This design comes from an exercise in tuning for small area on the open sky130 flow, not from production work. In this exercise RTL edits were held to simulation tests only and were not proved equivalent to the original. No activity file was given, so power comes from the tool's default toggle rates.

File: flow/config.mk
export PLATFORM = sky130hd
export DESIGN_NAME = calc1
export DESIGN_NICKNAME = calc1
export VERILOG_FILES = /design/flow/design.v
export SDC_FILE = /design/flow/constraint.sdc
export NUM_CORES = 4
export LEC_CHECK = 0
export CAP_MARGIN = 20
export CORE_MARGIN = 2
export CORE_UTILIZATION = 40
export SLEW_MARGIN = 20
File: flow/constraint.sdc
create_clock -name core_clock -period 5.0 [get_ports {c_clk}]
set_input_delay 1.0000 -clock core_clock [delete_from_list [all_inputs] [get_ports {c_clk}]]
set_output_delay 1.0000 -clock core_clock [all_outputs]
set_load 0.01 [all_outputs]
File: flow/design.v
package calc1_pkg;
  localparam int unsigned NUM_CH  = 4;
  localparam int unsigned DATA_W  = 32;
  localparam int unsigned CMD_W   = 4;
  localparam int unsigned RESP_W  = 2;
  localparam int unsigned SHAMT_W = 5;
  localparam logic [CMD_W-1:0] CMD_NOP = 4'd0;
  localparam logic [CMD_W-1:0] CMD_ADD = 4'd1;
  localparam logic [CMD_W-1:0] CMD_SUB = 4'd2;
  localparam logic [CMD_W-1:0] CMD_SHL = 4'd5;
  localparam logic [CMD_W-1:0] CMD_SHR = 4'd6;
  localparam logic [RESP_W-1:0] RESP_NONE    = 2'd0;
  localparam logic [RESP_W-1:0] RESP_OK      = 2'd1;
  localparam logic [RESP_W-1:0] RESP_ERR     = 2'd2;
  localparam logic [RESP_W-1:0] RESP_INVALID = 2'd3;
  localparam logic [1:0] ST_IDLE = 2'd0;
  localparam logic [1:0] ST_OP2  = 2'd1;
  localparam logic [1:0] ST_EXEC = 2'd2;
  localparam logic [1:0] ST_SHOW = 2'd3;
endpackage
import calc1_pkg::*;
module calc1_channel (
  input  logic              c_clk,
  input  logic              reset,
  input  logic [CMD_W-1:0]  cmd_i,
  input  logic [DATA_W-1:0] data_i,
  output logic [RESP_W-1:0] resp_o,
  output logic [DATA_W-1:0] data_o
);
  logic [1:0]        st_q;
  logic [2:0]        k_q;      
  logic [DATA_W-1:0] r_q;
  logic [2:0]        k_cmd;
  logic [2:0]        k_res;
  logic [DATA_W-1:0] r_rev;
  logic [DATA_W-1:0] r_d;
  logic [DATA_W-1:0] shl_c;
  logic [DATA_W:0]   sum_c;
  logic              accept;
  logic              sub;
  logic              shift;
  logic              inv;
  always_comb begin
    for (int i = 0; i < DATA_W; i++) r_rev[i] = r_q[DATA_W-1-i];
  end
  always_comb begin
    case (cmd_i)
      CMD_ADD: k_cmd = 3'b000;
      CMD_SUB: k_cmd = 3'b001;
      CMD_SHL: k_cmd = 3'b010;
      CMD_SHR: k_cmd = 3'b110;
      default: k_cmd = 3'b111;
    endcase
  end
  assign accept = st_q[0] == st_q[1];    
  assign inv    = k_q == 3'b111;
  assign sub    = k_q[0];
  assign shift  = k_q[1];
  assign sum_c = {1'b0, r_q} + {1'b0, data_i ^ {DATA_W{sub}}} + {{DATA_W{1'b0}}, sub};
  assign shl_c = r_q << data_i[SHAMT_W-1:0];
  always_comb begin
    if (inv)                k_res = {1'b0, RESP_INVALID};
    else if (shift)         k_res = {k_q[2], RESP_OK};
    else if (sum_c[DATA_W] ^ sub) k_res = {1'b0, RESP_ERR};
    else                    k_res = {1'b0, RESP_OK};
  end
  always_comb begin
    if (accept) begin
      r_d = data_i;
      if (cmd_i == CMD_SHR)
        for (int i = 0; i < DATA_W; i++) r_d[i] = data_i[DATA_W-1-i];
    end else if (st_q == ST_OP2) begin
      r_d = shift ? shl_c : sum_c[DATA_W-1:0];
    end else begin
      r_d = r_q;
    end
  end
  always_ff @(posedge c_clk) begin
    r_q <= r_d;
    if (accept) k_q <= k_cmd;
    else if (st_q == ST_OP2) k_q <= k_res;
  end
  always_ff @(posedge c_clk) begin
    if (!reset) begin
      st_q <= ST_IDLE;
    end else begin
      case (st_q)
        ST_OP2:  st_q <= ST_EXEC;
        ST_EXEC: st_q <= ST_SHOW;
        default: st_q <= (cmd_i != CMD_NOP) ? ST_OP2 : ST_IDLE;
      endcase
    end
  end
  logic show;
  logic ok;
  assign show   = st_q == ST_SHOW;
  assign ok     = show && k_q[1:0] == RESP_OK;
  assign resp_o = show ? k_q[1:0] : RESP_NONE;
  assign data_o = ok ? (k_q[2] ? r_rev : r_q) : '0;
endmodule
module calc1 (
  input  logic        c_clk,
  input  logic        reset,
  input  logic [3:0]  req1_cmd_in,
  input  logic [3:0]  req2_cmd_in,
  input  logic [3:0]  req3_cmd_in,
  input  logic [3:0]  req4_cmd_in,
  input  logic [31:0] req1_data_in,
  input  logic [31:0] req2_data_in,
  input  logic [31:0] req3_data_in,
  input  logic [31:0] req4_data_in,
  output logic [1:0]  out_resp1,
  output logic [1:0]  out_resp2,
  output logic [1:0]  out_resp3,
  output logic [1:0]  out_resp4,
  output logic [31:0] out_data1,
  output logic [31:0] out_data2,
  output logic [31:0] out_data3,
  output logic [31:0] out_data4
);
  calc1_channel u_ch1 (
    .c_clk  (c_clk),
    .reset  (reset),
    .cmd_i  (req1_cmd_in),
    .data_i (req1_data_in),
    .resp_o (out_resp1),
    .data_o (out_data1)
  );
  calc1_channel u_ch2 (
    .c_clk  (c_clk),
    .reset  (reset),
    .cmd_i  (req2_cmd_in),
    .data_i (req2_data_in),
    .resp_o (out_resp2),
    .data_o (out_data2)
  );
  calc1_channel u_ch3 (
    .c_clk  (c_clk),
    .reset  (reset),
    .cmd_i  (req3_cmd_in),
    .data_i (req3_data_in),
    .resp_o (out_resp3),
    .data_o (out_data3)
  );
  calc1_channel u_ch4 (
    .c_clk  (c_clk),
    .reset  (reset),
    .cmd_i  (req4_cmd_in),
    .data_i (req4_data_in),
    .resp_o (out_resp4),
    .data_o (out_data4)
  );
endmodule
File: flow/run.sh
#!/bin/bash
# synth_recipe.tcl (not shown) runs the flow's synth.tcl, then flattens the netlist and writes it again
# the make line also repeats each setting of config.mk as NAME=value (left out here)
make -C /OpenROAD-flow-scripts/flow DESIGN_CONFIG=/design/flow/config.mk WORK_HOME=/design/flow/orfs CLKGATE_MAP_FILE= SYNTH_SCRIPT=/design/flow/synth_recipe.tcl finish
==> summary.txt, run 1 <==
Status = no timing/DRC/antenna violations
Share of cells above drive strength 1 = 6.44%
# diodes = 0
Slew headroom = 26.3%
RSZ-0062 raised after global routing = false
Vias in the first global route = 23400
Initial Utilization = 40.3%
Clk latency of the worst-skew pair = 0.50 ns
Via count = 25400
Measured slew at the worst slew-check pin = 1.10 ns
Mux contribution to synthesized area = 16.6%
Startpoint class of the critical path = primary input
Final routed DRC violation total = 0
Die span in y = 250 um
Setup violators final = 0
Core Area = 60100 um^2
CTS buffer count = 17
Placed Cells = 4153
Syn nets = 3539
Layout Cells excl Fill = 4185
Boundary pin count = 282
IR drop worst, VDD = 462 uV
Hold Path Class = flip-flop to flip-flop
WS Path Type = primary input to flip-flop
Synth top area share = 17.3%
CP peak stage delay = 0.63 ns
Detailed Route WL = 93.3 mm
Postcts setup bufs = 0
Resize count post-CTS = 0
Mapped Area = 24200 um^2
Fin Hold WS = 0.672 ns
Post-Synth Simple-Gate Area = 21.0%
P_leak = 11.5 nW
Post-synth top area cell = edfxtp_1
Syn Inst Count = 3252
WP data required = 5.25 ns
CTS clock-pin slew for the worst setup and hold paths = 0.07 ns
Ys async rst share = 0%
Initial antenna violation count = 7
Sink Count = 148
Synth warn = 1
GR Util All Layers = 28.9%
Die ar. = 62600 um^2
Design Area, Final = 28300 um^2
Post-synthesis xor/xnor area fraction = 8.31%
Hold_buf cts = 0
Adder-cell share of the synthesized area = 7.40%
Final nets = 3677
Final TNS setup = 0 ns
Synth Area in Compound Gates = 24.0%
CTS tree = done
Post-route minimum period = 4.17 ns
Routed WL per cell = 22.3 um
GRT overflow = 0
Gpl congestion = 0.992
Number of max-cap violations = 0
Fin. max-slew vios = 0
Crit Path Max Fanout = 5
Peak Freq = 240 MHz
Ys flop type = edfxtp_1
Setup crit end kind = flip-flop
Routed Antenna Nets = 0
Global-route wire length before repair = 141 mm
Seq cells post-synth = 148
Most frequent cells in the layout = nand2_1, nor2_1, clkdlybuf4s50_1
Cells on Worst Hold Path = 2
Largest family of logic cells by synthesized area = compound AO/OA/AOI/OAI gates
Port buffer count = 281
Synth area leaders = edfxtp_1, mux2i_1, nand2_1, ha_1, xor2_1
Drt pass-1 iters = 6
CTS H-Tree Depth = 4
Post-synth EDFFs = 140
Syn Area/Cell = 7.45 um^2
Most common cell after layout, fill and taps aside = nand2_1
Slowest cell on crit path = a311oi_1
Fillcell total = 6141
Dpl hpwl = 71.5 mm
Worst path cell trace = clkdlybuf4s50_1 > xor2_1 > ha_1 > nor2b_1 > o21bai_1 > a211oi_1 > o41ai_1 > o21ai_0 > a311oi_1 > o21ai_0 > xor2_1 > a22o_1
Area delta synth->final = 16.6%
DR iter-0 viols = 2674
Clock Skews = 0.00966 ns
Fin crit share = 83.4%
Largest net degree at the start of global routing = 58
Std cell rows = 90
Sequential share of the synthesized area = 18.0%
Worst setup margin = 0.832 ns
Routed vias/inst = 6.08
Hold Violations, Final = 0
Synth unique cells = 87
Die Wd = 250 um
Worst r2r path cells = 11
Placed inst area = 27600 um^2
CTS Root Cell = clkbuf_16
Crit path DAT = 4.42 ns
Clk buf depth = 2
Setup slack at placement = 0.333 ns
Cell Pwr Density = 740 nW/um^2
[Yosys cell counts (43+ instances only)]
cell      number
nand3_1       45
nand2_1      516
buf_1         43
o21ai_0      165
inv_1         60
nor2_1       385
a211oi_1      64
ha_1         137
mux2i_1      271
a31oi_1       81
edfxtp_1     140
o22ai_1       49
xnor2_1       64
xor2_1       166
a21o_1        68
clkbuf_1     165
a21oi_1      258
[state kept, by name (all words and copies together), names as in the netlist, 3 cells and up]
| name | cells |
|---|---|
| u_ch1.r_q | 32 |
| u_ch2.r_q | 32 |
| u_ch3.r_q | 32 |
| u_ch1.k_q | 3 |
| u_ch2.k_q | 3 |
| u_ch4.k_q | 3 |
| u_ch3.k_q | 3 |
| u_ch4.r_q | 32 |
[cell families (layout without fill, tap and decap cells)]
group | Yosys count | count (layout)
buf+inv | 297 | 448
fa+ha+maj | 141 | 141
mux | 349 | 349
flops | 148 | 148
compound gates | 904 | 904
xor+xnor | 230 | 230
simple gates | 1183 | 1183
[final timing paths]
check / from / endpoint / slack (ns)
hold reg to reg: u_ch4.st_q[1]$_SDFF_PN0_ / u_ch4.st_q[0]$_SDFF_PN0_ / 0.67
hold / removal: u_ch4.st_q[1]$_SDFF_PN0_ / u_ch4.st_q[0]$_SDFF_PN0_ / 0.67
setup / recovery: req2_data_in[2] / u_ch2.r_q[30]$_DFFE_PP_ / 0.83
setup reg to reg: u_ch1.k_q[0]$_DFFE_PP_ / u_ch1.r_q[28]$_DFFE_PP_ / 0.89
[power by group]
group          leakage (nW)  switching, W  internal [W]
sequential             1.51       0.00146       0.00252
clock                 0.293      0.000649      0.000791
combinational          9.67       0.00919       0.00628
total                  11.5        0.0113       0.00960
[through the flow]
stage                     total power [W]  util [%]
after CTS                          0.0206      47.0
after floorplan                    0.0147         -
after global routing               0.0225      47.0
after detailed placement           0.0191      46.0
final                              0.0209      47.0
after global placement             0.0191      46.0
[layer usage]
layer | wire, um | vias to the layer above | share of wire [%] | GRT usage, %
li1 | - | 12100 | - | -
met1 | 42400 | 12000 | 45 | 41.4
met2 | 40800 | 1093 | 44 | 43.7
met3 | 7230 | 155 | 7.7 | 4.50
met4 | 2810 | 14 | 3.0 | 10.1
met5 | 91 | - | 0.098 | 0
[worst max-delay path: cells and delay by family]
kind / cells / cell delay (ns)
AND/OR/NAND/NOR: 1 / 0.17
adder cells (fa/ha/maj): 1 / 0.36
buffers and inverters: 1 / 0.50
AO/OA/AOI/OAI: 7 / 1.99
XOR/XNOR: 2 / 0.39
[cell type report]
type	count	area, um^2	share of cell area (%)
timing repair buffer	346	3310	11.7
inverter	70	263	0.930
multi-input combinational	2807	18700	66.3
tap	782	978	3.46
clock inverter	14	175	0.620
sequential	148	4360	15.4
clock buffer	18	429	1.52
==> run 2, diff against run 1 <==
--- a/flow/design.v
+++ b/flow/design.v
@@ -57,5 +57,28 @@
   assign sub    = k_q[0];
   assign shift  = k_q[1];
-  assign sum_c = {1'b0, r_q} + {1'b0, data_i ^ {DATA_W{sub}}} + {{DATA_W{1'b0}}, sub};
+  logic [DATA_W-1:0] bx;
+  logic [DATA_W-1:0] pp;
+  logic [DATA_W-1:0] gg;
+  logic [DATA_W-1:0] pg;
+  always_comb begin
+    bx = data_i ^ {DATA_W{sub}};
+    pp = r_q ^ bx;
+    gg = r_q & bx;
+    gg[0] = gg[0] | (pp[0] & sub);
+    pg = pp;
+    for (int d = 1; d < DATA_W; d = d * 2)
+      for (int i = 2 * d - 1; i < DATA_W; i = i + 2 * d) begin
+        gg[i] = gg[i] | (pg[i] & gg[i-d]);
+        pg[i] = pg[i] & pg[i-d];
+      end
+    for (int d = DATA_W / 4; d >= 1; d = d / 2)
+      for (int i = 3 * d - 1; i < DATA_W; i = i + 2 * d) begin
+        gg[i] = gg[i] | (pg[i] & gg[i-d]);
+        pg[i] = pg[i] & pg[i-d];
+      end
+    sum_c[0] = pp[0] ^ sub;
+    for (int i = 1; i < DATA_W; i++) sum_c[i] = pp[i] ^ gg[i-1];
+    sum_c[DATA_W] = gg[DATA_W-1];
+  end
   assign shl_c = r_q << data_i[SHAMT_W-1:0];
   always_comb begin
@@ -65,15 +88,21 @@
     else                    k_res = {1'b0, RESP_OK};
   end
+  logic              sel_in;
+  logic              sel_inr;
+  logic              sel_sum;
+  logic              sel_shl;
+  logic              sel_hold;
+  logic [DATA_W-1:0] d_rev;
   always_comb begin
-    if (accept) begin
-      r_d = data_i;
-      if (cmd_i == CMD_SHR)
-        for (int i = 0; i < DATA_W; i++) r_d[i] = data_i[DATA_W-1-i];
-    end else if (st_q == ST_OP2) begin
-      r_d = shift ? shl_c : sum_c[DATA_W-1:0];
-    end else begin
-      r_d = r_q;
-    end
+    for (int i = 0; i < DATA_W; i++) d_rev[i] = data_i[DATA_W-1-i];
   end
+  assign sel_in   = accept && cmd_i != CMD_SHR;
+  assign sel_inr  = accept && cmd_i == CMD_SHR;
+  assign sel_sum  = st_q == ST_OP2 && !shift;
+  assign sel_shl  = st_q == ST_OP2 && shift;
+  assign sel_hold = st_q == ST_EXEC;
+  assign r_d = ({DATA_W{sel_in}} & data_i) | ({DATA_W{sel_inr}} & d_rev) |
+               ({DATA_W{sel_sum}} & sum_c[DATA_W-1:0]) | ({DATA_W{sel_shl}} & shl_c) |
+               ({DATA_W{sel_hold}} & r_q);
   always_ff @(posedge c_clk) begin
     r_q <= r_d;
==> summary.txt, run 2 <==
Status = no timing/DRC/antenna violations
Postcts setup bufs = 0 (unchanged)
Clk buf depth = 2 (unchanged)
Switching Fraction = 52.6% (-1.5 points)
Cell Pwr Density = 671 nW/um^2 (-9.3%)
Cells on Worst Hold Path = 2 (unchanged)
Final TNS setup = 0 ns (unchanged)
Gpl congestion = 0.945 (-4.7%)
DR iter-0 viols = 2889 (+8.0%)
Share of cells above drive strength 1 = 8.62% (+2.2 points)
GRT overflow = 0 (unchanged)
Most frequent cells after synthesis = nand2_1, mux2i_1, nor2_1, xor2_1, ha_1
Syn nets = 2878 (-19%)
Die span in y = 233 um (-6.9%)
Vias in the first global route = 20900 (-11%)
CTS tree = done
Measured slew at the worst slew-check pin = 0.955 ns (-0.147 ns)
IR drop worst, VDD = 377 uV (-18%)
Worst r2r dst = u_ch3.r_q[22]$_DFF_P_
RSZ-0062 raised after global routing = false
GR Util All Layers = 29.4% (+0.59 points)
Global-route wire length before repair = 124 mm (-12%)
Area of the multi-input gates = 16800 um^2 (-10%)
Drt pass-1 iters = 7 (+1)
Fillcell total = 5043 (-18%)
Slew headroom = 36.3% (+10 points)
Synth warn = 1 (unchanged)
Fin. max-slew vios = 0 (unchanged)
Sw power = 0.00880 W (-22%)
Initial antenna violation count = 1 (-6)
Post-synth EDFFs = 12 (-91%)
Worst r2r path cells = 15 (+4)
Most frequent cells in the layout = nand2_1, clkdlybuf4s50_1, mux2i_1
Hold endpoint = u_ch3.r_q[0]$_DFF_P_
Ys flop type = dfxtp_1
Syn Inst Count = 2531 (-22%)
Placed inst area = 24300 um^2 (-12%)
Clock power frac = 8.8% (+1.9 points)
Detailed Route WL = 80.9 mm (-13%)
Clk latency of the worst-skew pair = 0.50 ns (about the same)
Design Area, Final = 25000 um^2 (-12%)
Most common cell after layout, fill and taps aside = nand2_1
Crit Path Max Fanout = 4 (-1)
Synth area leaders = dfxtp_1, mux2i_1, ha_1, xor2_1, mux4_2
Fin crit share = 87.5% (+4.1 points)
Synth top area share = 13.0% (-4.4 points)
Number of max-cap violations = 0 (unchanged)
Worst setup margin = 0.625 ns (-0.207 ns)
Largest net degree at the start of global routing = 45 (-22%)
Sequential cell area = 3080 um^2 (-29%)
P_leak = 10.3 nW (-10%)
Std cell rows = 83 (-7.8%)
Combinational power share = 70.1% (-3.9 points)
Post-synth top area cell = dfxtp_1
Ys async rst share = 0% (unchanged)
Resize count post-CTS = 0 (unchanged)
Dpl hpwl = 61.8 mm (-14%)
Setup slack at placement = 0.152 ns (-0.181 ns)
Clock Skews = 0.0108 ns (+0.00109 ns)
Core Area = 51500 um^2 (-14%)
WS Path Type = primary input to flip-flop
Syn Area/Cell = 8.28 um^2 (+11%)
Area delta synth->final = 19.2%
Sequential share of the synthesized area = 14.7% (-3.3 points)
Hold Path Class = flip-flop to flip-flop
Port buffer count = 281 (unchanged)
Reg-to-Reg Start = u_ch3.k_q[0]$_DFFE_PP_
Sink Count = 148 (unchanged)
WP data required = 5.45 ns (+0.20 ns)
Reg power frac = 21.1% (+2.0 points)
Boundary pin count = 282 (unchanged)
Setup crit end kind = flip-flop
R2r setup slk = 0.64 ns (-0.25 ns)
Final Power = 0.0168 W (-20%)
CTS clock-pin slew for the worst setup and hold paths = 0.07 ns (about the same)
Via count = 21500 (-15%)
Final routed DRC violation total = 0 (unchanged)
Power Internal = 0.00795 W (-17%)
Synth unique cells = 75 (-14%)
Crit path DAT = 4.82 ns (+0.40 ns)
Startpoint class of the critical path = primary input
Initial Utilization = 40.7% (+0.38 points)
Final nets = 3050 (-17%)
Mapped Area = 21000 um^2 (-14%)
Seq cells post-synth = 148 (unchanged)
CTS buffer count = 17 (unchanged)
Routed WL per cell = 23.8 um (+6.9%)
Routed Antenna Nets = 0 (unchanged)
Top-count cell post-synth = nand2_1
Peak Freq = 229 MHz (-4.7%)
Die Wd = 233 um (-6.9%)
CTS H-Tree Depth = 4 (unchanged)
Setup violators final = 0 (unchanged)
CTS Root Cell = clkbuf_16
Post-route minimum period = 4.38 ns (+0.207 ns)
Routed vias/inst = 6.34 (+4.3%)
Die ar. = 54200 um^2 (-13%)
Hold Violations, Final = 0 (unchanged)
Worst Min Path Start = u_ch3.r_q[0]$_DFF_P_
Fin Hold WS = 0.663 ns (-0.00938 ns)
Hold_buf cts = 0 (unchanged)
[run 2: cell types whose count changed after synthesis, moves of 29 or more]
cell / previous run / this run
clkbuf_1: 165 / 124
a21oi_1: 258 / 135
o211ai_1: 27 / 60
edfxtp_1: 140 / 12
nor2_1: 385 / 235
nor3_1: 41 / 12
a222oi_1: 3 / 101
dfxtp_1: 8 / 136
fa_1: 4 / 64
nand2_1: 516 / 288
a31oi_1: 81 / 12
o21ai_0: 165 / 111
xnor2_1: 64 / 23
o22ai_1: 49 / 1
[run 2: stage by stage]
step	utilization, %	cells
finish	48.5	3397
global route	48.5	3397
CTS	48.5	3396
detailed placement	47.2	3364
global placement	47.2	3364
floorplan	-	2531
[run 2: kinds of logic (layout without fill, tap and decap cells)]
group | after synthesis | count (layout) | synth area share, %
AND/OR/NAND/NOR | 704 | 704 | 14.6
AO/OA/AOI/OAI | 654 | 654 | 22.5
multiplexers | 357 | 357 | 20.8
buffers and inverters | 276 | 461 | 5.20
adder cells (fa/ha/maj) | 201 | 201 | 14.3
XOR/XNOR | 191 | 191 | 7.98
flip-flops | 148 | 148 | 14.7
other | 0 | 1 | 0
[run 2: area by class of cell]
class                           count  share of cell area, %
Multi-Input combinational cell   2107                   67.3
Timing Repair Buffer              342                   13.1
Sequential cell                   148                   12.3
Tap cell                          680                   3.41
Clock buffer                       23                   1.91
Inverter                           87                   1.31
Clock inverter                      9                  0.606
Antenna cell                        1                 0.0100
[run 2: layer usage]
| metal | GRT usage, % | vias to the layer above | wire length, um |
|---|---|---|---|
| li1 | - | 9762 | - |
| met1 | 39.4 | 10500 | 33900 |
| met2 | 47.5 | 1090 | 37700 |
| met3 | 4.77 | 152 | 6680 |
| met4 | 11.2 | 0 | 2630 |
| met5 | 0 | - | 0 |
[run 2: critical path, stage by stage]
cell	delay (ns)
clkdlybuf4s50_1	0.44
xor2_1	0.18
fa_1	0.44
a21oi_1	0.32
o221ai_1	0.32
o21ai_1	0.35
a31oi_4	0.15
a21oi_2	0.36
o21bai_1	0.10
a21oi_1	0.20
fa_1	0.44
o21ai_0	0.18
a221oi_1	0.07
o21ai_0	0.11
a31o_2	0.13
[run 2: worst max-delay path by stage]
| stage | startpoint | to | slack, ns | depth (start not counted) |
|---|---|---|---|---|
| 2_1_floorplan | req1_data_in[2] | u_ch1.r_q[30]$_DFF_P_ | 0.24 | 18 |
| 3_3_place_gp | req3_data_in[4] | u_ch3.r_q[23]$_DFF_P_ | 0.26 | 15 |
| 3_5_place_dp | req4_data_in[4] | u_ch4.r_q[23]$_DFF_P_ | 0.15 | 15 |
| 4_1_cts | u_ch3.k_q[0]$_DFFE_PP_ | u_ch3.r_q[31]$_DFF_P_ | 0.65 | 15 |
| 5_1_grt | u_ch3.k_q[0]$_DFFE_PP_ | u_ch3.r_q[23]$_DFF_P_ | 0.32 | 15 |
| 6_report | req2_data_in[1] | u_ch2.r_q[30]$_DFF_P_ | 0.62 | 15 |
[run 2: power groups by stage]
stage	logic (W)	clock network (W)	registers, W
final	0.0118	0.00147	0.00353
after CTS	0.0116	0.00149	0.00346
after global routing	0.0129	0.00153	0.00360
after floorplan	0.00871	0	0.00269
after global placement	0.0113	0	0.00346
after detailed placement	0.0115	0	0.00349

static timing again, ports no longer ideal:
No port has a modelled driver above. Below, the same layouts with a new extraction and two added sets of constraints.
Step 1 sets driving cells, clkbuf_16 on the clock port and buf_2 on the other inputs (assumed; they add their load-dependent delay and slew).
Step 2, shift: input delay + t, output delay - t, t = (earliest + latest rising clock arrival at the registers) / 2. This alone moves slack from input paths to output paths.
a / b / c = no drivers / after step 1 / after step 2; a / b = the first two.
run | t, ns | setup WS [ns] | worst slew at a driven data input, ns
run 1 | 0.546 | 0.832 / 0.814 / 0.317 | 0.12
run 2 | 0.547 | 0.625 / 0.636 / 0.103 | 0.08
After both steps setup and hold are still met in every run listed. For run 2, which loses most, drivers alone change the setup slack by +0.011 ns; drivers and shift together by -0.522 ns.
